Background: an optimization exercise with open tools, aiming at small area and a short achievable clock period. Do not read the settings as production practice. At most, simulation tests tie the RTL to the original design; equivalence was not proved. For runs 2 to 5, only the layout was checked, not whether the RTL still works. No activity file was given, so power comes from the tool's default toggle rates.

File: design/flow/flow/run.sh
#!/bin/bash
# Standard layout (the standard.sh) run stage by stage, with a setup
# repair margin per stage. Before CTS the clock is ideal, so the early
# repairs aim lower: with the propagated clock later the registers' clock
# latency gives the input paths back that time. Each stage's full output
# goes to its own log file in this folder.
set -euo pipefail
M_FLOOR=2.9
M_PLACE=2.9
M_CTS=3.4
M_ROUTE=3.6
bash standard.sh synth > synth.log 2>&1
bash standard.sh SETUP_SLACK_MARGIN=$M_FLOOR floorplan > floorplan.log 2>&1
bash standard.sh SETUP_SLACK_MARGIN=$M_PLACE place > place.log 2>&1
bash standard.sh SETUP_SLACK_MARGIN=$M_CTS cts > cts.log 2>&1
bash standard.sh SETUP_SLACK_MARGIN=$M_ROUTE finish > route_finish.log 2>&1
File: design/flow/standard.sh
#!/bin/bash
# synth_recipe.tcl (not shown) runs the flow's synth.tcl, then flattens the netlist and writes it again
# the make line also repeats each setting of config.mk as NAME=value (left out here)
make -C /OpenROAD-flow-scripts/flow DESIGN_CONFIG=/design/flow/config.mk WORK_HOME=/design/flow/orfs CLKGATE_MAP_FILE= SYNTH_SCRIPT=/design/flow/synth_recipe.tcl "${@:-finish}"
File: design/flow/config.mk
export PLATFORM = sky130hd
export DESIGN_NAME = rc4_memory_bank
export DESIGN_NICKNAME = rc4_memory_bank
export VERILOG_FILES = /design/flow/design.v
export SDC_FILE = /design/flow/constraint.sdc
export NUM_CORES = 4
export LEC_CHECK = 0
export CAP_MARGIN = 20
export CORE_MARGIN = 2
export CORE_UTILIZATION = 40
export CTS_CLUSTER_DIAMETER = 80
export CTS_CLUSTER_SIZE = 30
export SETUP_SLACK_MARGIN = 3.6
export SLEW_MARGIN = 20
export SYNTH_HIERARCHICAL = 1
export SYNTH_MINIMUM_KEEP_SIZE = 0
File: design/flow/constraint.sdc
create_clock -name core_clock -period 6.0 [get_ports {clk}]
set_input_delay 1.2000 -clock core_clock [delete_from_list [all_inputs] [get_ports {clk}]]
set_output_delay 1.2000 -clock core_clock [all_outputs]
set_load 0.01 [all_outputs]
File: design/flow/design.v
module rc4_memory_bank #(
  parameter int                          S_DEPTH        = 256,
  parameter int                          MSG_DEPTH      = 32,
  parameter int                          DATA_W         = 8,
  parameter logic [MSG_DEPTH*DATA_W-1:0] ENC_INIT_IMAGE =
    256'hc9dc233605081f6271444b5eadb0878a99ecf3c6d5d82f3201141b6e7d40575a
) (
  input  logic              clk,
  input  logic              rst,
  input  logic [7:0]        s_address,
  input  logic [DATA_W-1:0] s_data,
  input  logic              s_wren,
  output logic [DATA_W-1:0] s_q,
  input  logic [7:0]        enc_address,
  output logic [DATA_W-1:0] enc_q,
  input  logic [7:0]        dec_address,
  input  logic [DATA_W-1:0] dec_data,
  input  logic              dec_wren,
  output logic [DATA_W-1:0] dec_q
);
  localparam int S_AW   = $clog2(S_DEPTH);
  localparam int MSG_AW = $clog2(MSG_DEPTH);
  localparam int S_LW   = S_AW / 2;
  localparam int S_HW   = S_AW - S_LW;
  localparam int M_LW   = MSG_AW / 2;
  localparam int M_HW   = MSG_AW - M_LW;
  logic [S_AW-1:0] s_a;
  assign s_a = s_address[S_AW-1:0];
  logic [(1<<S_LW)-1:0] s_lo, s_lo_w;
  logic [(1<<S_HW)-1:0] s_hi;
  logic                 s_we;
  assign s_we = rst & s_wren;
  always_comb begin
    for (int l = 0; l < (1<<S_LW); l++) begin
      s_lo[l]   = (s_a[S_LW-1:0] == l[S_LW-1:0]);
      s_lo_w[l] = s_lo[l] & s_we;
    end
    for (int h = 0; h < (1<<S_HW); h++)
      s_hi[h] = (s_a[S_AW-1:S_LW] == h[S_HW-1:0]);
  end
  logic [DATA_W-1:0]  s_mem [S_DEPTH];
  logic [S_DEPTH-1:0] s_rsel_n;
  logic [DATA_W-1:0]  s_rd;
  always_ff @(posedge clk) begin
    for (int w = 0; w < S_DEPTH; w++)
      if (s_hi[w >> S_LW] & s_lo_w[w % (1<<S_LW)])
        s_mem[w] <= s_data;
  end
  always_comb
    for (int w = 0; w < S_DEPTH; w++)
      s_rsel_n[w] = ~(s_hi[w >> S_LW] & s_lo[w % (1<<S_LW)]);
  logic [S_DEPTH*DATA_W-1:0] s_words;
  for (genvar w = 0; w < S_DEPTH; w++) begin : g_s_words
    assign s_words[w*DATA_W +: DATA_W] = s_mem[w];
  end
  rc4mb_rdmux #(.N(S_DEPTH), .W(DATA_W)) u_s_rdmux (
    .sel_n(s_rsel_n), .words(s_words), .q(s_rd)
  );
  always_ff @(posedge clk or negedge rst) begin
    if (!rst) s_q <= '0;
    else      s_q <= s_wren ? s_data : s_rd;
  end
  logic [MSG_AW-1:0] d_a;
  assign d_a = dec_address[MSG_AW-1:0];
  logic [(1<<M_LW)-1:0] d_lo, d_lo_w;
  logic [(1<<M_HW)-1:0] d_hi;
  logic                 d_we;
  assign d_we = rst & dec_wren;
  always_comb begin
    for (int l = 0; l < (1<<M_LW); l++) begin
      d_lo[l]   = (d_a[M_LW-1:0] == l[M_LW-1:0]);
      d_lo_w[l] = d_lo[l] & d_we;
    end
    for (int h = 0; h < (1<<M_HW); h++)
      d_hi[h] = (d_a[MSG_AW-1:M_LW] == h[M_HW-1:0]);
  end
  logic [DATA_W-1:0]    dec_mem [MSG_DEPTH];
  logic [MSG_DEPTH-1:0] d_rsel_n;
  logic [DATA_W-1:0]    d_rd;
  always_ff @(posedge clk) begin
    for (int w = 0; w < MSG_DEPTH; w++)
      if (d_hi[w >> M_LW] & d_lo_w[w % (1<<M_LW)])
        dec_mem[w] <= dec_data;
  end
  always_comb
    for (int w = 0; w < MSG_DEPTH; w++)
      d_rsel_n[w] = ~(d_hi[w >> M_LW] & d_lo[w % (1<<M_LW)]);
  logic [MSG_DEPTH*DATA_W-1:0] d_words;
  for (genvar w = 0; w < MSG_DEPTH; w++) begin : g_d_words
    assign d_words[w*DATA_W +: DATA_W] = dec_mem[w];
  end
  rc4mb_rdmux #(.N(MSG_DEPTH), .W(DATA_W)) u_d_rdmux (
    .sel_n(d_rsel_n), .words(d_words), .q(d_rd)
  );
  always_ff @(posedge clk or negedge rst) begin
    if (!rst) dec_q <= '0;
    else      dec_q <= dec_wren ? dec_data : d_rd;
  end
  logic [MSG_DEPTH*DATA_W-1:0] enc_rom;
  assign enc_rom = ENC_INIT_IMAGE;
  always_ff @(posedge clk or negedge rst) begin
    if (!rst) enc_q <= '0;
    else      enc_q <= enc_rom[enc_address[MSG_AW-1:0]*DATA_W +: DATA_W];
  end
  logic unused_addr_bits;
  assign unused_addr_bits = ^{enc_address[7:MSG_AW], dec_address[7:MSG_AW]};
endmodule
module rc4mb_rdmux #(
  parameter int N = 256,
  parameter int W = 8
) (
  input  logic [N-1:0]   sel_n,
  input  logic [N*W-1:0] words,
  output logic [W-1:0]   q
);
  localparam int N1 = N / 2;                  
  localparam int N2 = N1 / 2;                 
  localparam int N3 = N2 / 4;                 
  localparam int N4 = N3 / 2;                 
  localparam int N5 = N4 >= 4 ? N4 / 4 : 1;   
  logic [N1*W-1:0] t1_n;
  logic [N2*W-1:0] t2;
  logic [N3*W-1:0] t3_n;
  logic [N4*W-1:0] t4;
  logic [N5*W-1:0] t5_n;
  for (genvar g = 0; g < N1; g++) begin : g_t1
    for (genvar b = 0; b < W; b++) begin : g_b
      rc4mb_oai22 u_leaf (
        .a1(sel_n[2*g]),   .a2(words[(2*g)*W + b]),
        .b1(sel_n[2*g+1]), .b2(words[(2*g+1)*W + b]),
        .y(t1_n[g*W + b])
      );
    end
  end
  for (genvar g = 0; g < N2; g++) begin : g_t2
    rc4mb_nor #(.N(2), .W(W)) u_nor (.a(t1_n[2*g*W +: 2*W]), .y(t2[g*W +: W]));
  end
  for (genvar g = 0; g < N3; g++) begin : g_t3
    rc4mb_nand #(.N(4), .W(W)) u_nand (.a(t2[4*g*W +: 4*W]), .y(t3_n[g*W +: W]));
  end
  for (genvar g = 0; g < N4; g++) begin : g_t4
    rc4mb_nor #(.N(2), .W(W)) u_nor (.a(t3_n[2*g*W +: 2*W]), .y(t4[g*W +: W]));
  end
  if (N4 >= 4) begin : g_t5
    for (genvar g = 0; g < N5; g++) begin : g_g
      rc4mb_nand #(.N(4), .W(W)) u_nand (.a(t4[4*g*W +: 4*W]), .y(t5_n[g*W +: W]));
    end
  end else begin : g_t5
    always_comb begin
      t5_n = '1;
      for (int i = 0; i < N4; i++) t5_n = t5_n & t4[i*W +: W];
      t5_n = ~t5_n;
    end
  end
  always_comb begin
    q = '0;
    for (int i = 0; i < N5; i++) q = q | t5_n[i*W +: W];
    q = ~q;
  end
endmodule
module rc4mb_oai22 (
  input  logic a1,
  input  logic a2,
  input  logic b1,
  input  logic b2,
  output logic y
);
  assign y = ~((a1 | a2) & (b1 | b2));
endmodule
module rc4mb_nand #(
  parameter int N = 4,
  parameter int W = 8
) (
  input  logic [N*W-1:0] a,
  output logic [W-1:0]   y
);
  always_comb begin
    y = '1;
    for (int i = 0; i < N; i++) y = y & a[i*W +: W];
    y = ~y;
  end
endmodule
module rc4mb_nor #(
  parameter int N = 4,
  parameter int W = 8
) (
  input  logic [N*W-1:0] a,
  output logic [W-1:0]   y
);
  always_comb begin
    y = '0;
    for (int i = 0; i < N; i++) y = y | a[i*W +: W];
    y = ~y;
  end
endmodule
==> flow_metrics.env, run 1 <==
export IMPL_outcome="finished clean"
export IMPL_finalCritPeriodShare_pct=48.7
export IMPL_dr_pass1_iters=6
export IMPL_r2r_setup_slack_ps=4070
export IMPL_synthFlopType="edfxtp_1"
export IMPL_ys_seq_area_share_pct=82.8
export IMPL_rsz0062_at_grt="true"
export IMPL_worst_path_most_repeated_cell="nor2_1"
export IMPL_clk_latency_ps=810
export IMPL_post_dp_cell_area_sq_um=89000
export IMPL_die_x_microns=463
export IMPL_crit_family="simple AND/OR/NAND/NOR gates"
export IMPL_n_fill_cell=17700
export IMPL_clock_sinks=2328
export IMPL_io_buffer_count=61
export IMPL_slew_headroom_pct=25.8
export IMPL_start_util_pct=40.2
export IMPL_grt_use_total_pct=20.7
export IMPL_cts_buffers_inserted=100
export IMPL_vias=49200
export IMPL_cp_max_fo=10
export IMPL_slew_viol_final=0
export IMPL_ctsHtreeMaxLevel=3
export IMPL_top_level_ports=68
export IMPL_start_kind="input port"
export IMPL_cts_root_buf="clkbuf_16"
export IMPL_fmax_mhz=342
export IMPL_cpPeakStageDelay_ps=350
export IMPL_required_ps=6740
export IMPL_vdd_ir_drop_max_mv=0.229
export IMPL_period_minus_slack_ps=2920
export IMPL_cp_slowest_cell="nor2_2"
export IMPL_antenna_found_initial=9
export IMPL_dpl_hpwl_microns=140000
export IMPL_drt_iter0_markers=6154
export IMPL_final_cell_mix="2304 x edfxtp_1, 1086 x o22ai_1, 588 x nor2_1, 227 x nor2_4, 161 x nand4_1"
export IMPL_setup_viol=0
export IMPL_synthXorXnorAreaFrac_pct=0.0104
export IMPL_synth_compound_area_share_pct=8.65
export IMPL_critical_path_arrival_ps=3670
export IMPL_syn_inst=5127
export IMPL_row_count=168
export IMPL_crit_buf_inv=3
export IMPL_worst_hold_path_endpoint="s_mem[123][6]"
export IMPL_syn_area_sq_um=84300
export IMPL_core_area_sq_um=210000
export IMPL_tns_ps=0
export IMPL_drive_gt1_share_pct=21.1
export IMPL_areaGrowthSynthToFinish_pct=16.1
export IMPL_grt_start_max_net_pins=153
export IMPL_cts_max_path_buffers=3
export IMPL_postRouteAntennaNets=0
export IMPL_final_common_cell="edfxtp_1"
export IMPL_async_flop_share_pct=1.03
export IMPL_powerDensity_nw_per_um2=282
export IMPL_worstSetupEndpointType="flip-flop"
export IMPL_stdcell_area_sq_um=97800
export IMPL_synth_edf_count=2304
export IMPL_yosysWarnings=13
export IMPL_finalNetCount=5455
export IMPL_r2r_end="s_q[5]"
export IMPL_synth_simple_gate_area_share_pct=7.64
export IMPL_synth_area_mux_share_pct=0.276
export IMPL_hold_depth=1
export IMPL_final_hold_viol_count=0
export IMPL_synthAdderAreaFrac_pct=0.116
export IMPL_criticalPathCategory="input port to flip-flop"
export IMPL_fin_skew_ps=57.4
export IMPL_cts_tree="built"
export IMPL_die_height_microns=463
export IMPL_syn_area_per_cell_sq_um=16.4
export IMPL_dp_cells=8015
export IMPL_min_from="s_data[6]"
export IMPL_layout_cells_non_filler=8287
export IMPL_maxCapViolCount=0
export IMPL_reg2reg_depth=7
export IMPL_gr_total_overflow=0
export IMPL_vias_per_cell=5.94
export IMPL_gp_congestion=0.918
export IMPL_ys_types=48
export IMPL_hp_class="input port to flip-flop"
export IMPL_drc=0
export IMPL_p_leak_uw=0.0291
export IMPL_grt_pass1_vias=46400
export IMPL_tightestPinTransition_ps=1110
export IMPL_path_cells="buf_4 > nand2b_4 > nor2_1 > buf_6 > buf_4 > nand2_2 > o22ai_1 > nor2_1 > nand4_1 > nor2_2 > nand4_1 > nor2_1 > mux2_4"
export IMPL_clkTransAtPathRegs_ps=100
export IMPL_routed_wl_microns=230000
export IMPL_synth_top_family_by_area="compound AO/OA/AOI/OAI gates"
export IMPL_die_area_sq_um=214000
export IMPL_yosys_register_bits=2328
export IMPL_grt_pass1_wl_microns=325000
export IMPL_syn_num_nets=5178
export IMPL_wl_per_cell_microns=27.7
export IMPL_rr_startpoint="s_mem[224][5]"
==> metal layers <==
layer / routed length [microns] / global-route usage (%) / share of wire, % / vias to the layer above
li1: - / - / - / 21200
met1: 94300 / 29.7 / 41 / 25300
met2: 106000 / 32.0 / 46 / 2316
met3: 21000 / 3.71 / 9.1 / 345
met4: 8290 / 7.06 / 3.6 / 4
met5: 31 / 0 / 0.013 / -
==> Yosys stat by module (local to each module, per instance), excerpt <==
module           cells inside  flops+latches  cell area (sq um)  copies in the design
rc4_memory_bank          3159           2328              73600                     1
rc4mb_oai22                 1              0               6.26                  1152
==> where the power goes <==
group | total (uW) | switching [uW] | internal, uW | leakage (uW)
combinational | 1040 | 783 | 255 | 0.00647
clock | 8600 | 5090 | 3500 | 0.00161
sequential | 17900 | 31.8 | 17900 | 0.0210
total | 27600 | 5910 | 21700 | 0.0291
==> stage by stage <==
stage	setup WS [ps]	hold WS (ps)	util, %	total power, uW
floorplan	2920	754	-	18500
CTS	3050	760	46.0	27600
finish	3080	813	46.7	27600
detailed placement	967	990	42.5	19100
global placement	966	986	42.5	19100
global route	3110	789	46.7	28200
==> worst max-delay path by stage <==
stage / slack [ps] / to / cells after the start / startpoint
finish: 3080 / s_q[0] / 13 / s_address[7]
global route: 3110 / s_q[5] / 16 / s_address[2]
CTS: 3050 / dec_mem[7][1] / 5 / dec_address[1]
detailed placement: 970 / s_q[5] / 12 / s_address[3]
global placement: 970 / s_q[5] / 12 / s_address[3]
floorplan: 2920 / s_q[0] / 12 / s_address[0]
==> registers in the layout, summed over array words and instances (netlist names) <==
signal,flops
dec_mem,256
enc_q,8
s_mem,2048
s_q,8
dec_q,8
==> logic make-up after synthesis <==
kind of cell    after synthesis
compound gates             1163
xor+xnor                      1
fa+ha+maj                     8
buf+inv                      86
flops                      2328
mux                          21
simple gates               1520
==> cells in the mapped netlist, types with 3 or more instances <==
| library cell | instances | area share, % |
|---|---|---|
| or3b_2 | 3 | 0.031 |
| nor3b_1 | 3 | 0.027 |
| nand3_2 | 4 | 0.048 |
| nand3_1 | 11 | 0.065 |
| inv_1 | 4 | 0.018 |
| nor3_2 | 10 | 0.12 |
| mux2i_1 | 3 | 0.036 |
| and2b_1 | 4 | 0.036 |
| nand2_2 | 5 | 0.037 |
| nand2b_1 | 12 | 0.089 |
| o22ai_1 | 1154 | 8.6 |
| mux2_2 | 18 | 0.24 |
| buf_2 | 40 | 0.24 |
| clkbuf_1 | 32 | 0.14 |
| ha_1 | 7 | 0.10 |
| nand2_1 | 312 | 1.4 |
| dfrtp_1 | 24 | 0.71 |
| buf_4 | 7 | 0.062 |
| edfxtp_1 | 2304 | 82 |
| nand4_1 | 161 | 1.2 |
| nor2b_1 | 4 | 0.030 |
| nor2_1 | 964 | 4.3 |
| nor2_2 | 9 | 0.067 |
==> what timing repair did <==
| item | 4_1_cts | 5_1_grt |
|---|---|---|
| endpoints found under the hold margin | 0 | 0 |
| pin swaps | 123 | 39 |
| resized for setup | 1076 | 272 |
| buffers inserted | 61 | 21 |
| gates cloned | 7 | 2 |
| hold buffers | 0 | 0 |
| setup endpoints to repair | 2344 | 2219 |
==> area by class of cell <==
class	count	area [sq um]	share of cell area, %
Inverter	4	15.0	0.0153
Timing Repair Buffer	257	3020	3.09
Sequential cell	2328	69800	71.3
Clock inverter	67	767	0.784
Multi-Input combinational cell	2713	18100	18.5
Tap cell	2805	3510	3.59
Antenna cell	5	12.5	0.0128
Clock buffer	108	2570	2.63
==> worst reg2reg max path, delay by kind of cell, from the launching register on <==
family	cells	cell delay, ps
AOI/OAI and AO/OA	1	120
and+or+nand+nor	5	1230
muxes	1	150
DFF	1	350
==> run 2: changes to the inputs <==
--- a/design/flow/design.v
+++ b/design/flow/design.v
@@ -55,5 +55,12 @@
   end
-  rc4mb_rdmux #(.N(S_DEPTH), .W(DATA_W)) u_s_rdmux (
-    .sel_n(s_rsel_n), .words(s_words), .q(s_rd)
+  localparam int S_NQ = ((S_DEPTH / 32) >= 4 ? S_DEPTH / 128 : 1);
+  logic [S_NQ*DATA_W-1:0] s_rd_n;
+  rc4mb_rdmux #(.N(S_DEPTH), .W(DATA_W), .NQ(S_NQ)) u_s_rdmux (
+    .sel_n(s_rsel_n), .words(s_words), .q_n(s_rd_n)
   );
+  always_comb begin
+    s_rd = '0;
+    for (int i = 0; i < S_NQ; i++) s_rd = s_rd | s_rd_n[i*DATA_W +: DATA_W];
+    s_rd = ~s_rd;
+  end
   always_ff @(posedge clk or negedge rst) begin
@@ -91,5 +98,12 @@
   end
-  rc4mb_rdmux #(.N(MSG_DEPTH), .W(DATA_W)) u_d_rdmux (
-    .sel_n(d_rsel_n), .words(d_words), .q(d_rd)
+  localparam int D_NQ = ((MSG_DEPTH / 32) >= 4 ? MSG_DEPTH / 128 : 1);
+  logic [D_NQ*DATA_W-1:0] d_rd_n;
+  rc4mb_rdmux #(.N(MSG_DEPTH), .W(DATA_W), .NQ(D_NQ)) u_d_rdmux (
+    .sel_n(d_rsel_n), .words(d_words), .q_n(d_rd_n)
   );
+  always_comb begin
+    d_rd = '0;
+    for (int i = 0; i < D_NQ; i++) d_rd = d_rd | d_rd_n[i*DATA_W +: DATA_W];
+    d_rd = ~d_rd;
+  end
   always_ff @(posedge clk or negedge rst) begin
@@ -108,8 +122,9 @@
 module rc4mb_rdmux #(
-  parameter int N = 256,
-  parameter int W = 8
-) (
-  input  logic [N-1:0]   sel_n,
-  input  logic [N*W-1:0] words,
-  output logic [W-1:0]   q
+  parameter int N  = 256,
+  parameter int W  = 8,
+  parameter int NQ = 2
+) (
+  input  logic [N-1:0]    sel_n,
+  input  logic [N*W-1:0]  words,
+  output logic [NQ*W-1:0] q_n
 );
@@ -154,7 +169,3 @@
   end
-  always_comb begin
-    q = '0;
-    for (int i = 0; i < N5; i++) q = q | t5_n[i*W +: W];
-    q = ~q;
-  end
+  assign q_n = t5_n;
 endmodule
==> design/flow/run.sh (new file) <==
#!/bin/bash
# synth_recipe.tcl (not shown) runs the flow's synth.tcl, then flattens the netlist and writes it again
# the make line also repeats each setting of config.mk as NAME=value (left out here)
make -C /OpenROAD-flow-scripts/flow DESIGN_CONFIG=/design/flow/config.mk WORK_HOME=/design/flow/orfs CLKGATE_MAP_FILE= SYNTH_SCRIPT=/design/flow/synth_recipe.tcl finish
--- a/design/flow/config.mk
+++ b/design/flow/config.mk
@@ -10,4 +10,2 @@
 export CORE_UTILIZATION = 40
-export CTS_CLUSTER_DIAMETER = 80
-export CTS_CLUSTER_SIZE = 30
 export SETUP_SLACK_MARGIN = 3.6
removed: design/flow/flow/run.sh
removed: design/flow/standard.sh
==> run 2 against run 1 <==
Against the previous run:
- cell count grew 3.4%
- sequential cell count is the same
- first-iteration DRC count shrank 4.3%
- still clean on timing, DRC and antenna
- worst hold slack lost 320 ps
- synthesized cell count grew 0.37%
- largest power group unchanged
- combinational power is essentially flat
- non-clock buffer count grew 28
==> flow_metrics.env, run 2 <==
export IMPL_outcome="finished clean"
export IMPL_antenna_found_initial=3
export IMPL_sw_frac_of_total_pct=21.1
export IMPL_cts_max_path_buffers=3
export IMPL_ys_types=46
export IMPL_n_fill_cell=17300
export IMPL_dr_pass1_iters=5
export IMPL_seq_area_sq_um=69800
export IMPL_grt_start_max_net_pins=158
export IMPL_power_frac_comb_pct=3.2
export IMPL_syn_num_nets=5197
export IMPL_syn_inst=5146
export IMPL_wl_per_cell_microns=27.1
export IMPL_finalNetCount=5628
export IMPL_powerDensity_nw_per_um2=318
export IMPL_core_area_sq_um=210000
export IMPL_grt_use_total_pct=21.1
export IMPL_criticalPathCategory="input port to flip-flop"
export IMPL_p_leak_uw=0.0310
export IMPL_ys_seq_area_share_pct=82.8
export IMPL_final_common_cell="edfxtp_1"
export IMPL_maxCapViolCount=0
export IMPL_grt_pass1_wl_microns=333000
export IMPL_period_minus_slack_ps=2880
export IMPL_final_cell_mix="2304 x edfxtp_1, 1124 x o22ai_1, 563 x nor2_1, 303 x nor2_4, 228 x clkbuf_16"
export IMPL_row_count=168
export IMPL_pwr_share_clk_pct=41.6
export IMPL_regMostFlops="s_mem"
export IMPL_vias=49800
export IMPL_tns_ps=0
export IMPL_start_kind="input port"
export IMPL_cp_max_fo=7
export IMPL_power_switching_uw=6850
export IMPL_dp_cells=8015
export IMPL_postRouteAntennaNets=0
export IMPL_synthFlopType="edfxtp_1"
export IMPL_yosys_register_bits=2328
export IMPL_multi_input_comb_area_sq_um=18500
export IMPL_io_buffer_count=61
export IMPL_hp_class="input port to asynchronous set/reset pin"
export IMPL_p_int_uw=25700
export IMPL_clk_latency_ps=880
export IMPL_largest_reg_flops=2048
export IMPL_grt_pass1_vias=48600
export IMPL_cts_root_buf="clkbuf_16"
export IMPL_vias_per_cell=5.82
export IMPL_rsz0062_at_grt="true"
export IMPL_slew_headroom_pct=32.3
export IMPL_cts_hold_buffers=0
export IMPL_top_level_ports=68
export IMPL_worstSetupEndpointType="flip-flop"
export IMPL_syn_area_sq_um=84200
export IMPL_clkTransAtPathRegs_ps=60
export IMPL_finalCritPeriodShare_pct=48.1
export IMPL_dpl_hpwl_microns=138000
export IMPL_die_x_microns=463
export IMPL_setup_viol=0
export IMPL_critical_path_arrival_ps=3660
export IMPL_drc=0
export IMPL_gp_congestion=0.880
export IMPL_clock_sinks=2328
export IMPL_yosysMostFrequentCell="edfxtp_1"
export IMPL_layout_cells_non_filler=8567
export IMPL_top_regs="s_mem (2048), dec_mem (256)"
export IMPL_synth_top_area_cell="edfxtp_1"
export IMPL_drive_gt1_share_pct=22.1
export IMPL_final_hold_viol_count=0
export IMPL_p_seq_share_pct=55.2
export IMPL_async_flop_share_pct=1.03
export IMPL_synth_area_leaders="edfxtp_1 82%, o22ai_1 8.6%, nor2_1 4.3%"
export IMPL_required_ps=6780
export IMPL_synth_edf_count=2304
export IMPL_syn_area_per_cell_sq_um=16.4
export IMPL_slew_viol_final=0
export IMPL_synth_common_cells="2304 x edfxtp_1, 1154 x o22ai_1, 958 x nor2_1"
export IMPL_gr_total_overflow=0
export IMPL_die_height_microns=463
export IMPL_vdd_ir_drop_max_mv=0.308
export IMPL_yosysWarnings=12
export IMPL_fin_skew_ps=85.1
export IMPL_routed_wl_microns=232000
export IMPL_tightestPinTransition_ps=1020
export IMPL_die_area_sq_um=214000
export IMPL_ctsHtreeMaxLevel=4
export IMPL_synth_top_area_share_pct=82.1
export IMPL_fmax_mhz=347
export IMPL_drt_iter0_markers=5892
export IMPL_cts_tree="built"
export IMPL_cts_buffers_inserted=226
export IMPL_areaGrowthSynthToFinish_pct=21.2
export IMPL_start_util_pct=40.2
-- run 2: power by group through the flow --
stage / logic [uW] / clock network [uW] / registers, uW
finish: 1030 / 13500 / 18000
global route: 1070 / 14400 / 17900
CTS: 998 / 13700 / 17900
detailed placement: 887 / 0 / 18300
global placement: 874 / 0 / 18300
floorplan: 295 / 0 / 18300
-- run 2: routing by layer --
| metal | track usage [%] | routed length, microns |
|---|---|---|
| met2 | 33.1 | 108000 |
| met4 | 8.49 | 9480 |
| met5 | 0 | 0 |
| met1 | 29.5 | 94500 |
| met3 | 3.42 | 19600 |
-- run 2: cells by family (layout without fill, tap and decap cells) --
group,count (synthesis),after routing,synth area share [%]
AOI/OAI and AO/OA,1180,1180,8.78
xor gates and xnor gates,1,1,0.0104
adders and majority gates,7,7,0.104
buffers and inverters,96,708,0.526
DFF,2328,2328,82.8
muxes,5,5,0.0624
other,0,2,0
and+or+nand+nor,1529,1531,7.68
-- run 2: repair_timing --
| action | CTS | global route |
|---|---|---|
| resized for setup | 589 | 124 |
| pin swaps | 104 | 81 |
| endpoints found under the hold margin | 0 | 0 |
| cloned | 3 | 3 |
| setup endpoints to repair | 2344 | 716 |
| setup buffers | 110 | 23 |
-- run 2: final cells by class --
| cell class | instances | area share, % |
|---|---|---|
| Sequential cell | 2328 | 68.3 |
| Multi-Input combinational cell | 2724 | 18.1 |
| Clock buffer | 287 | 5.76 |
| Tap cell | 2805 | 3.44 |
| Timing Repair Buffer | 285 | 3.18 |
| Clock inverter | 124 | 1.15 |
| Inverter | 12 | 0.0441 |
| Antenna cell | 2 | 0.00490 |
-- run 2: metrics by stage --
step           hold WS (ps)  worst slack (ps)  cell area, sq um  util (%)  total power [uW]
3_5_place_dp            845               903             91300      43.6             19200
2_1_floorplan           731              3280             87300         -             18600
5_1_grt                 494              3230            102000      48.7             33400
3_3_place_gp            839               940             91300      43.6             19200
6_report                494              3120            102000      48.7             32500
4_1_cts                 473              3230            101000      48.4             32700
-- run 2: worst max-delay path, cell delays in order --
cell	delay, ps
buf_8	80
buf_12	90
nand2b_4	190
buf_6	130
nor2_4	60
buf_12	160
buf_8	140
buf_6	120
nand2_8	70
buf_4	120
o22ai_1	80
nor2_1	160
nand4_1	180
nor2_1	190
nand4_1	360
o31ai_1	320
-- run 2: worst paths after layout --
kind / from / end / slack [ps] / cells after the start
max: s_address[7] / s_q[7] / 3120 / 16
min: rst / s_q[5] / 490 / 2
max reg2reg: s_mem[80][1] / s_q[1] / 4010 / 6
min reg2reg: dec_mem[3][5] / dec_q[5] / 830 / 6
max in group asynchronous: rst / dec_q[2] / 4970 / 3
min in group core_clock: s_wren / s_q[5] / 730 / 3
-- run 2: modules after synthesis (local to each module, per instance), excerpt --
module	area [sq um]	times used	cells inside
rc4mb_oai22	6.26	1152	1
rc4_memory_bank	73600	1	3178
==> run 3: changes to the inputs <==
--- a/design/flow/config.mk
+++ b/design/flow/config.mk
@@ -10,2 +10,4 @@
 export CORE_UTILIZATION = 40
+export CTS_CLUSTER_DIAMETER = 80
+export CTS_CLUSTER_SIZE = 30
 export SETUP_SLACK_MARGIN = 3.6
==> run 3 against run 2 <==
Against the previous run:
- still clean
- die area stayed put
- power is 14% lower
- clock skew is 47 ps lower
- synthesized area stayed put
- largest cell class unchanged
- highest routed layer unchanged
==> flow_metrics.env, run 3 <==
export IMPL_outcome="finished clean"
export IMPL_regMostFlops="s_mem"
export IMPL_drive_gt1_share_pct=21.5
export IMPL_routed_wl_microns=229000
export IMPL_final_cell_mix="2304 x edfxtp_1, 1131 x o22ai_1, 549 x nor2_1, 315 x nor2_4, 161 x nand4_1"
export IMPL_p_leak_uw=0.0297
export IMPL_ys_types=46
export IMPL_maxCapViolCount=0
export IMPL_rsz0062_at_grt="true"
export IMPL_largest_reg_flops=2048
export IMPL_wl_per_cell_microns=27.4
export IMPL_clock_sinks=2328
export IMPL_areaGrowthSynthToFinish_pct=17.4
export IMPL_criticalPathCategory="input port to flip-flop"
export IMPL_n_fill_cell=17600
export IMPL_gr_total_overflow=0
export IMPL_finalNetCount=5531
export IMPL_critical_path_arrival_ps=3670
export IMPL_core_area_sq_um=210000
export IMPL_fin_skew_ps=38.1
export IMPL_synth_edf_count=2304
export IMPL_synth_common_cells="2304 x edfxtp_1, 1154 x o22ai_1, 958 x nor2_1"
export IMPL_clk_latency_ps=800
export IMPL_tns_ps=0
export IMPL_synthFlopType="edfxtp_1"
export IMPL_cts_hold_buffers=0
export IMPL_die_area_sq_um=214000
export IMPL_layout_cells_non_filler=8368
export IMPL_dr_pass1_iters=5
export IMPL_vias=48900
export IMPL_cts_buffers_inserted=105
export IMPL_postRouteAntennaNets=0
export IMPL_cts_root_buf="clkbuf_16"
export IMPL_hp_class="input port to asynchronous set/reset pin"
export IMPL_finalWorstSetupSlack_ps=3030
export IMPL_fmax_mhz=336
export IMPL_async_flop_share_pct=1.03
export IMPL_start_kind="input port"
export IMPL_finalCritPeriodShare_pct=49.5
export IMPL_top_regs="s_mem (2048), dec_mem (256)"
export IMPL_setup_viol=0
export IMPL_syn_area_sq_um=84200
export IMPL_cp_slowest_cell="nand4_1"
export IMPL_drt_iter0_markers=5775
export IMPL_syn_num_nets=5197
export IMPL_row_count=168
export IMPL_dpl_hpwl_microns=138000
export IMPL_ctsHtreeMaxLevel=3
export IMPL_gp_congestion=0.880
export IMPL_slew_headroom_pct=33.9
export IMPL_worstSetupEndpointType="flip-flop"
export IMPL_top_level_ports=68
export IMPL_synth_top_area_share_pct=82.1
export IMPL_cts_tree="built"
export IMPL_multi_input_comb_area_sq_um=18500
export IMPL_syn_inst=5146
export IMPL_tightestPinTransition_ps=991
export IMPL_dp_cells=8015
export IMPL_worst_path_most_repeated_cell="nor2_4"
export IMPL_grt_pass1_wl_microns=329000
export IMPL_cp_max_fo=8
export IMPL_die_height_microns=463
export IMPL_start_util_pct=40.2
export IMPL_grt_use_total_pct=20.8
export IMPL_final_common_cell="edfxtp_1"
export IMPL_slew_viol_final=0
export IMPL_path_cells="buf_6 > buf_12 > nand2b_4 > buf_6 > nor2_4 > buf_12 > nand2_8 > o22ai_1 > nor2_4 > nand4_1 > nor2_4 > nand4_1 > o31ai_1"
export IMPL_place_ws_ps=903
export IMPL_fin_total_pwr_uw=28000
export IMPL_required_ps=6700
export IMPL_drc=0
export IMPL_synth_top_area_cell="edfxtp_1"
export IMPL_grt_pass1_vias=47200
export IMPL_clkTransAtPathRegs_ps=100
export IMPL_cts_max_path_buffers=3
export IMPL_powerDensity_nw_per_um2=284
export IMPL_yosys_register_bits=2328
export IMPL_ys_seq_area_share_pct=82.8
export IMPL_cpPeakStageDelay_ps=390
export IMPL_hold_slack_ps=573
export IMPL_vdd_ir_drop_max_mv=0.318
export IMPL_period_minus_slack_ps=2970
export IMPL_vias_per_cell=5.84
export IMPL_die_x_microns=463
export IMPL_yosysWarnings=12
export IMPL_yosysMostFrequentCell="edfxtp_1"
export IMPL_grt_start_max_net_pins=158
export IMPL_io_buffer_count=61
export IMPL_syn_area_per_cell_sq_um=16.4
export IMPL_final_hold_viol_count=0
export IMPL_antenna_found_initial=3
export IMPL_synth_area_leaders="edfxtp_1 82%, o22ai_1 8.6%, nor2_1 4.3%"
export IMPL_seq_area_sq_um=69800
-- run 3: metal layers --
layer	part of all wire, %	GRT usage [%]	up-vias
li1	-	-	21400
met2	47	33.1	2003
met1	41	29.4	25100
met3	7.9	2.79	323
met5	0	0	-
met4	3.8	7.71	0
-- run 3: timing repair --
action	CTS	global route
pin swaps	126	79
endpoints found under the setup margin	2344	1040
cloned	5	0
buffers inserted	134	24
gates resized for setup	649	91
-- run 3: metrics by stage --
stage | area [sq um] | utilization, %
2_1_floorplan | 87300 | -
3_3_place_gp | 91300 | 43.6
3_5_place_dp | 91300 | 43.6
4_1_cts | 98300 | 46.9
5_1_grt | 98900 | 47.2
6_report | 98900 | 47.2
-- run 3: area by class of cell --
cell class              count  share of cell area, %
repair buffers            308                   3.40
flip-flops and latches   2328                   70.6
clock inverters            75                  0.981
clock buffers             110                   2.72
diodes                      5                 0.0127
inverters                  12                 0.0456
multi-input cells        2725                   18.7
well taps                2805                   3.55
-- run 3: path summary, 6_finish.rpt --
path                          startpoint  endpoint  slack, ps  cells past startpoint
setup / recovery            s_address[7]    s_q[1]       3030                     13
hold / removal                       rst    s_q[3]        570                      2
setup reg to reg            s_mem[92][1]    s_q[1]       3940                      6
hold reg to reg            dec_mem[3][5]  dec_q[5]        860                      6
max in group asynchronous            rst  dec_q[1]       4920                      3
min in group core_clock           s_wren    s_q[3]        800                      3
-- run 3: power breakdown --
group	total (uW)	switching [uW]	leakage (uW)	internal, uW
clock	9100	5270	0.00178	3830
sequential	17900	31.7	0.0210	17900
combinational	1020	776	0.00690	244
-- run 3: logic make-up after synthesis --
family,Yosys count,share of synthesized area [%]
and+or+nand+nor,1529,7.68
AOI/OAI and AO/OA,1180,8.78
DFF,2328,82.8
buffers and inverters,96,0.526
muxes,5,0.0624
xor gates and xnor gates,1,0.0104
adders and majority gates,7,0.104
-- run 3: Yosys stat by module (local to each module, per instance), excerpt --
module           area [sq um]  cells inside  flip-flops and latches
rc4mb_oai22              6.26             1                       0
rc4_memory_bank         73600          3178                    2328
-- run 3: worst max-delay path, delay by kind of cell --
family                 cells  cell delay, ps
AOI/OAI and AO/OA          2             490
and+or+nand+nor            7            1470
buffers and inverters      4             480
==> run 4: changes to the inputs <==
--- a/design/flow/config.mk
+++ b/design/flow/config.mk
@@ -16 +16,2 @@
 export SYNTH_MINIMUM_KEEP_SIZE = 0
+export TNS_END_PERCENT = 20
==> run 4 against run 3 <==
Against the previous run:
- design area fell by 0.93%
- utilization shrank 0.44 points
- via count rose by 0.24%
- maximum frequency increased by 2.9%
- synthesized cell count is the same
- combinational power about the same
- sequential power barely moved
- power is 2.9% lower
- sequential share of layout area increased by 0.66 points
- worst setup slack better by 83 ps
- still clean
==> flow_metrics.env, run 4 <==
export IMPL_dp_cells=8011
export IMPL_fin_skew_ps=35.1
export IMPL_vias=49000
export IMPL_utilization_pct=46.7
export IMPL_grt_pass1_wl_microns=326000
export IMPL_finalCritPeriodShare_pct=48.2
export IMPL_routed_wl_microns=230000
export IMPL_row_count=168
export IMPL_syn_area_sq_um=84200
export IMPL_clock_sinks=2328
export IMPL_dr_max_layer_used="met5"
export IMPL_hp_class="input port to asynchronous set/reset pin"
export IMPL_cts_root_buf="clkbuf_16"
export IMPL_period_minus_slack_ps=2890
export IMPL_grt_use_total_pct=20.7
export IMPL_synth_edf_count=2304
export IMPL_ctsHtreeMaxLevel=3
export IMPL_outcome="finished clean"
export IMPL_postRouteAntennaNets=0
export IMPL_die_height_microns=463
export IMPL_grt_pass1_vias=46600
export IMPL_final_cell_mix="2304 x edfxtp_1, 1115 x o22ai_1, 570 x nor2_1, 236 x nor2_4"
export IMPL_fmax_mhz=346
export IMPL_cts_hold_buffers=0
export IMPL_wl_met3_microns=19600
export IMPL_wl_met2_microns=107000
export IMPL_vias_per_cell=5.89
export IMPL_cp_max_fo=9
export IMPL_ys_seq_area_share_pct=82.8
export IMPL_wl_per_cell_microns=27.6
export IMPL_setup_viol=0
export IMPL_largest_reg_flops=2048
export IMPL_layout_cells_non_filler=8319
export IMPL_drc=0
export IMPL_slew_headroom_pct=27.7
export IMPL_cts_buffers_inserted=99
export IMPL_grt_start_max_net_pins=153
export IMPL_dr_pass1_iters=5
export IMPL_final_common_cell="edfxtp_1"
export IMPL_dpl_hpwl_microns=136000
export IMPL_start_kind="input port"
export IMPL_ys_types=46
export IMPL_yosysWarnings=12
export IMPL_clk_latency_ps=780
export IMPL_drive_gt1_share_pct=20.4
export IMPL_synth_area_leaders="edfxtp_1 82%, o22ai_1 8.6%, nor2_1 4.3%"
export IMPL_required_ps=6700
export IMPL_tns_ps=0
export IMPL_critical_path_arrival_ps=3590
export IMPL_tightestPinTransition_ps=1090
export IMPL_hold_slack_ps=473
export IMPL_drt_iter0_markers=5933
export IMPL_gr_total_overflow=0
export IMPL_yosys_register_bits=2328
export IMPL_finalWorstSetupSlack_ps=3110
export IMPL_top_level_ports=68
export IMPL_wl_met1_microns=94100
export IMPL_criticalPathCategory="input port to flip-flop"
export IMPL_vdd_ir_drop_max_mv=0.243
export IMPL_syn_inst=5146
export IMPL_final_hold_viol_count=0
export IMPL_p_leak_uw=0.0290
export IMPL_syn_num_nets=5197
export IMPL_syn_area_per_cell_sq_um=16.4
export IMPL_place_ws_ps=724
export IMPL_core_area_sq_um=210000
export IMPL_async_flop_share_pct=1.03
export IMPL_regMostFlops="s_mem"
export IMPL_worstSetupEndpointType="flip-flop"
export IMPL_io_buffer_count=61
export IMPL_synth_top_area_cell="edfxtp_1"
export IMPL_slew_viol_final=0
export IMPL_top_regs="s_mem (2048), dec_mem (256)"
export IMPL_synth_common_cells="2304 x edfxtp_1, 1154 x o22ai_1, 958 x nor2_1"
export IMPL_cts_tree="built"
export IMPL_areaGrowthSynthToFinish_pct=16.3
export IMPL_die_x_microns=463
export IMPL_rsz0062_at_grt="true"
export IMPL_finalNetCount=5506
export IMPL_synthFlopType="edfxtp_1"
export IMPL_synth_top_area_share_pct=82.1
export IMPL_start_util_pct=40.2
export IMPL_yosysMostFrequentCell="edfxtp_1"
export IMPL_gp_congestion=0.882
export IMPL_powerDensity_nw_per_um2=278
export IMPL_antenna_found_initial=3
export IMPL_die_area_sq_um=214000
export IMPL_clkTransAtPathRegs_ps=100
export IMPL_maxCapViolCount=0
export IMPL_cts_max_path_buffers=3
-- run 4: cell counts after synthesis --
Identical to the previous run, type by type.
-- run 4: where the power goes --
| part | switching [uW] | internal (uW) | total (uW) |
|---|---|---|---|
| combinational | 768 | 238 | 1010 |
| clock | 5070 | 3240 | 8310 |
| sequential | 26.0 | 17900 | 17900 |
| total | 5860 | 21400 | 27200 |
-- run 4: area by class of cell --
cell class | instances | area, sq um
clock buffers | 108 | 2550
repair buffers | 291 | 3310
flip-flops and latches | 2328 | 69800
clock inverters | 49 | 546
well taps | 2805 | 3510
inverters | 12 | 45.0
fillers | 17700 | 112000
diodes | 3 | 7.51
multi-input cells | 2723 | 18200
-- run 4: repair_timing --
action                                  4_1_cts  5_1_grt
setup buffers                               103       40
pin swaps                                   149       68
endpoints found under the setup margin     2344     1979
gates resized for setup                     711      177
cloned                                        5        0
-- run 4: worst paths after layout --
path	end	start	depth (start not counted)	slack [ps]
worst max-delay path	s_q[3]	s_address[4]	13	3110
worst min-delay path	s_q[2]	rst	2	470
worst max register to register	s_q[3]	s_mem[92][3]	6	4120
worst min register to register	dec_q[2]	dec_mem[3][2]	6	830
max in group asynchronous	dec_q[2]	rst	2	5260
min in group core_clock	s_q[0]	s_wren	2	810
-- run 4: logic make-up (layout without fill, tap and decap cells) --
logic type	after synthesis	in the layout	share of synthesized area (%)
AO/OA/AOI/OAI	1180	1180	8.78
XOR/XNOR	1	1	0.0104
adder cells (fa/ha/maj)	7	7	0.104
buffers and inverters	96	460	0.526
flip-flops	2328	2328	82.8
multiplexers	5	5	0.0624
other	0	3	0
AND/OR/NAND/NOR	1529	1530	7.68
-- run 4: per-module statistics from Yosys (local to each module, per instance), a selection --
module / cells / area [sq um] / flops+latches / copies in the design
rc4_memory_bank: 3178 / 73600 / 2328 / 1
rc4mb_oai22: 1 / 6.26 / 0 / 1152
-- run 4: worst max-delay path: stages --
cell and delay, ps:
buf_12 130, buf_8 130, nand2b_4 160, nor3_4 110, buf_12 170, buf_4 150, nand2_4 100, o22ai_1 80
nor2_1 180, nand4_1 350, nor2_4 260, nand4_1 250, o31ai_1 290
-- run 4: routing by layer --
layer | global-route usage (%) | vias up
met4 | 6.73 | 2
met1 | 29.1 | 25200
met2 | 32.8 | 2128
li1 | - | 21300
met3 | 3.85 | 350
met5 | 0 | -
-- run 4: metrics by stage --
| stage | power (uW) | area (sq um) |
|---|---|---|
| finish | 27200 | 98000 |
| global route | 27900 | 98000 |
| CTS | 27300 | 97100 |
| detailed placement | 19100 | 90300 |
| global placement | 19100 | 90300 |
| floorplan | 18500 | 86100 |
==> run 5: changes to the inputs <==
--- a/design/flow/config.mk
+++ b/design/flow/config.mk
@@ -12,3 +12,3 @@
 export CTS_CLUSTER_SIZE = 30
-export SETUP_SLACK_MARGIN = 3.6
+export SETUP_SLACK_MARGIN = 4.0
 export SLEW_MARGIN = 20
@@ -16,2 +16 @@
 export SYNTH_MINIMUM_KEEP_SIZE = 0
-export TNS_END_PERCENT = 20
==> run 5 against run 4 <==
Against the previous run:
- via count grew 3.1%
- routed wire length grew 6.2%
- die area is the same
- sequential share of layout area shrank 4.2 points
- count of clock-buffer cells in the layout grew 4
- sequential cell count is the same
- critical path type unchanged
- sequential power is essentially flat
- largest cell class unchanged
- clock power grew 12%
- non-clock buffer count grew 219
- global-route usage grew 1.2 points
- combinational power grew 26%
==> flow_metrics.env, run 5 <==
export IMPL_outcome="finished clean"
export IMPL_hp_class="input port to asynchronous set/reset pin"
export IMPL_dpl_hpwl_microns=140000
export IMPL_grt_pass1_wl_microns=344000
export IMPL_slew_viol_final=0
export IMPL_drc=0
export IMPL_top_level_ports=68
export IMPL_synth_area_leaders="edfxtp_1 82%, o22ai_1 8.6%, nor2_1 4.3%"
export IMPL_tightestPinTransition_ps=964
export IMPL_top_regs="s_mem (2048), dec_mem (256)"
export IMPL_syn_inst=5146
export IMPL_final_cell_mix="2304 x edfxtp_1, 1110 x o22ai_1, 542 x nor2_1, 353 x nor2_4, 182 x buf_12"
export IMPL_ys_types=46
export IMPL_finalCritPeriodShare_pct=48.8
export IMPL_ys_seq_area_share_pct=82.8
export IMPL_drive_gt1_share_pct=26.5
export IMPL_yosys_register_bits=2328
export IMPL_io_buffer_count=61
export IMPL_grt_use_total_pct=21.9
export IMPL_die_area_sq_um=214000
export IMPL_vias_per_cell=5.88
export IMPL_clock_sinks=2328
export IMPL_yosysMostFrequentCell="edfxtp_1"
export IMPL_grt_start_max_net_pins=159
export IMPL_fmax_mhz=342
export IMPL_synth_top_area_share_pct=82.1
export IMPL_ctsHtreeMaxLevel=3
export IMPL_vias=50500
export IMPL_cts_root_buf="clkbuf_16"
export IMPL_start_util_pct=40.2
export IMPL_cts_max_path_buffers=3
export IMPL_final_common_cell="edfxtp_1"
export IMPL_powerDensity_nw_per_um2=274
export IMPL_wl_per_cell_microns=28.4
export IMPL_synthFlopType="edfxtp_1"
export IMPL_synth_common_cells="2304 x edfxtp_1, 1154 x o22ai_1, 958 x nor2_1"
export IMPL_yosysWarnings=12
export IMPL_tns_ps=0
export IMPL_place_ws_ps=933
export IMPL_die_x_microns=463
export IMPL_vdd_ir_drop_max_mv=0.273
export IMPL_routed_wl_microns=244000
export IMPL_p_leak_uw=0.0321
export IMPL_gr_total_overflow=0
export IMPL_reg2reg_depth=6
export IMPL_synth_top_area_cell="edfxtp_1"
export IMPL_rsz0062_at_grt="true"
export IMPL_setup_viol=0
export IMPL_cts_buffers_inserted=106
export IMPL_row_count=168
export IMPL_gp_congestion=0.876
export IMPL_clkTransAtPathRegs_ps=110
export IMPL_largest_reg_flops=2048
export IMPL_core_area_sq_um=210000
export IMPL_finalNetCount=5743
export IMPL_final_hold_viol_count=0
export IMPL_required_ps=6690
export IMPL_syn_area_per_cell_sq_um=16.4
export IMPL_period_minus_slack_ps=2930
export IMPL_fin_skew_ps=58.4
export IMPL_areaGrowthSynthToFinish_pct=23.6
export IMPL_clk_latency_ps=810
export IMPL_dr_pass1_iters=6
export IMPL_cts_tree="built"
export IMPL_antenna_found_initial=4
export IMPL_critical_path_arrival_ps=3620
export IMPL_syn_area_sq_um=84200
export IMPL_finalWorstSetupSlack_ps=3070
export IMPL_regMostFlops="s_mem"
export IMPL_cp_max_fo=8
export IMPL_syn_num_nets=5197
export IMPL_n_fill_cell=17000
export IMPL_synth_edf_count=2304
export IMPL_die_height_microns=463
export IMPL_worstSetupEndpointType="flip-flop"
export IMPL_slew_headroom_pct=35.7
export IMPL_grt_pass1_vias=48400
export IMPL_drt_iter0_markers=6134
export IMPL_maxCapViolCount=0
export IMPL_cts_hold_buffers=0
export IMPL_start_kind="input port"
export IMPL_postRouteAntennaNets=0
export IMPL_criticalPathCategory="input port to flip-flop"
export IMPL_async_flop_share_pct=1.03
## run 5: cell counts after synthesis
Identical to the previous run, type by type.
## run 5: metrics by stage
step	instance area [sq um]	util (%)	total power, uW	cells	hold slack (ps)
after floorplan	87700	-	18600	5146	722
after global placement	91500	43.7	19200	8012	787
after detailed placement	91500	43.7	19200	8012	803
after CTS	102000	48.8	28500	8493	190
after global routing	104000	49.7	29200	8581	195
final	104000	49.7	28500	8582	229
## run 5: logic make-up (layout without fill, tap and decap cells)
| group | count (synthesis) | after routing | synth area share (%) |
|---|---|---|---|
| AOI/OAI and AO/OA | 1180 | 1180 | 8.78 |
| muxes | 5 | 5 | 0.0624 |
| xor gates and xnor gates | 1 | 1 | 0.0104 |
| adders and majority gates | 7 | 7 | 0.104 |
| DFF | 2328 | 2328 | 82.8 |
| other | 0 | 4 | 0 |
| and+or+nand+nor | 1529 | 1541 | 7.68 |
| buffers and inverters | 96 | 711 | 0.526 |
## run 5: worst paths after layout
check                                    from       endpoint  slack (ps)
worst max-delay path             s_address[2]         s_q[5]        3070
worst min-delay path                      rst         s_q[2]         230
worst max register to register  s_mem[110][5]         s_q[5]        4030
worst min register to register  dec_mem[9][6]       dec_q[6]         820
max in group asynchronous                 rst       enc_q[4]        5080
min in group core_clock             s_data[2]  s_mem[201][2]         790
## run 5: area by class of cell
type	instances	area [sq um]	area share, %
diodes	4	10.0	0.00961
clock buffers	112	2700	2.59
repair buffers	510	6930	6.65
inverters	12	48.8	0.0468
well taps	2805	3510	3.37
multi-input cells	2734	20100	19.3
flip-flops and latches	2328	69800	67.0
clock inverters	77	1070	1.03
## run 5: worst max-delay path: stages
cell     delay [ps]
buf_12          110
buf_12          130
buf_4           120
nor3_4           40
buf_4           200
nand2_1         260
o22ai_1         130
nor2_2          260
nand4_1         200
nor2_4          280
nand4_1         300
o31ai_1         360
## run 5: what timing repair did
item / in CTS / in global routing
pin swaps: 355 / 256
endpoints found under the setup margin: 2608 / 2282
resized for setup: 989 / 267
setup buffers: 269 / 84
gates cloned: 23 / 1
## run 5: routing by layer
metal | share of wire, % | track usage [%] | vias to the layer above | wire length [microns]
met2 | 47 | 35.1 | 2328 | 115000
met1 | 40 | 29.9 | 25900 | 96500
met3 | 8.4 | 3.67 | 420 | 20500
li1 | - | - | 21900 | -
met4 | 4.9 | 8.98 | 2 | 11900
met5 | 0.0037 | 0 | - | 9
## run 5: Yosys stat by module (local to each module, per instance), excerpt
module,times used,flops+latches
rc4_memory_bank,1,2328
rc4mb_oai22,1152,0
## run 5: report_power, final
| group | leakage [uW] | internal, uW | total (uW) | switching (uW) |
|---|---|---|---|---|
| clock | 0.00181 | 3990 | 9310 | 5320 |
| combinational | 0.00931 | 376 | 1270 | 897 |
| sequential | 0.0210 | 17900 | 17900 | 35.8 |

[port drivers added, routing unchanged]
Ports are ideal in the flow. The routed layouts listed here were re-timed in OpenROAD.
Step 1 assumes that a clkbuf_16 drives the clock port and a buf_2 every other input.
Step 2 adds t to the input delays and takes it off the output delays; t is the mean of the earliest and latest rising clock arrival at the registers after step 1. Input paths then give back, and output paths get back, about the clock's delay inside the block.
Slacks: no drivers / after step 1 / after step 2; pairs: no drivers / after step 1.
run	t (ns)	slack for setup (ns)	pins driven straight from the clock port
run 1	0.867	3.079 / 3.054 / 2.187	1
run 2	0.932	3.116 / 3.063 / 2.131	1
run 3	0.877	3.028 / 2.983 / 2.107	1
run 4	0.865	3.110 / 3.019 / 2.153	1
run 5	0.862	3.073 / 3.038 / 2.176	1
After both steps setup and hold are still met in every run listed. For run 2, which loses most, drivers alone change the setup slack by -0.053 ns; drivers and shift together by -0.985 ns.
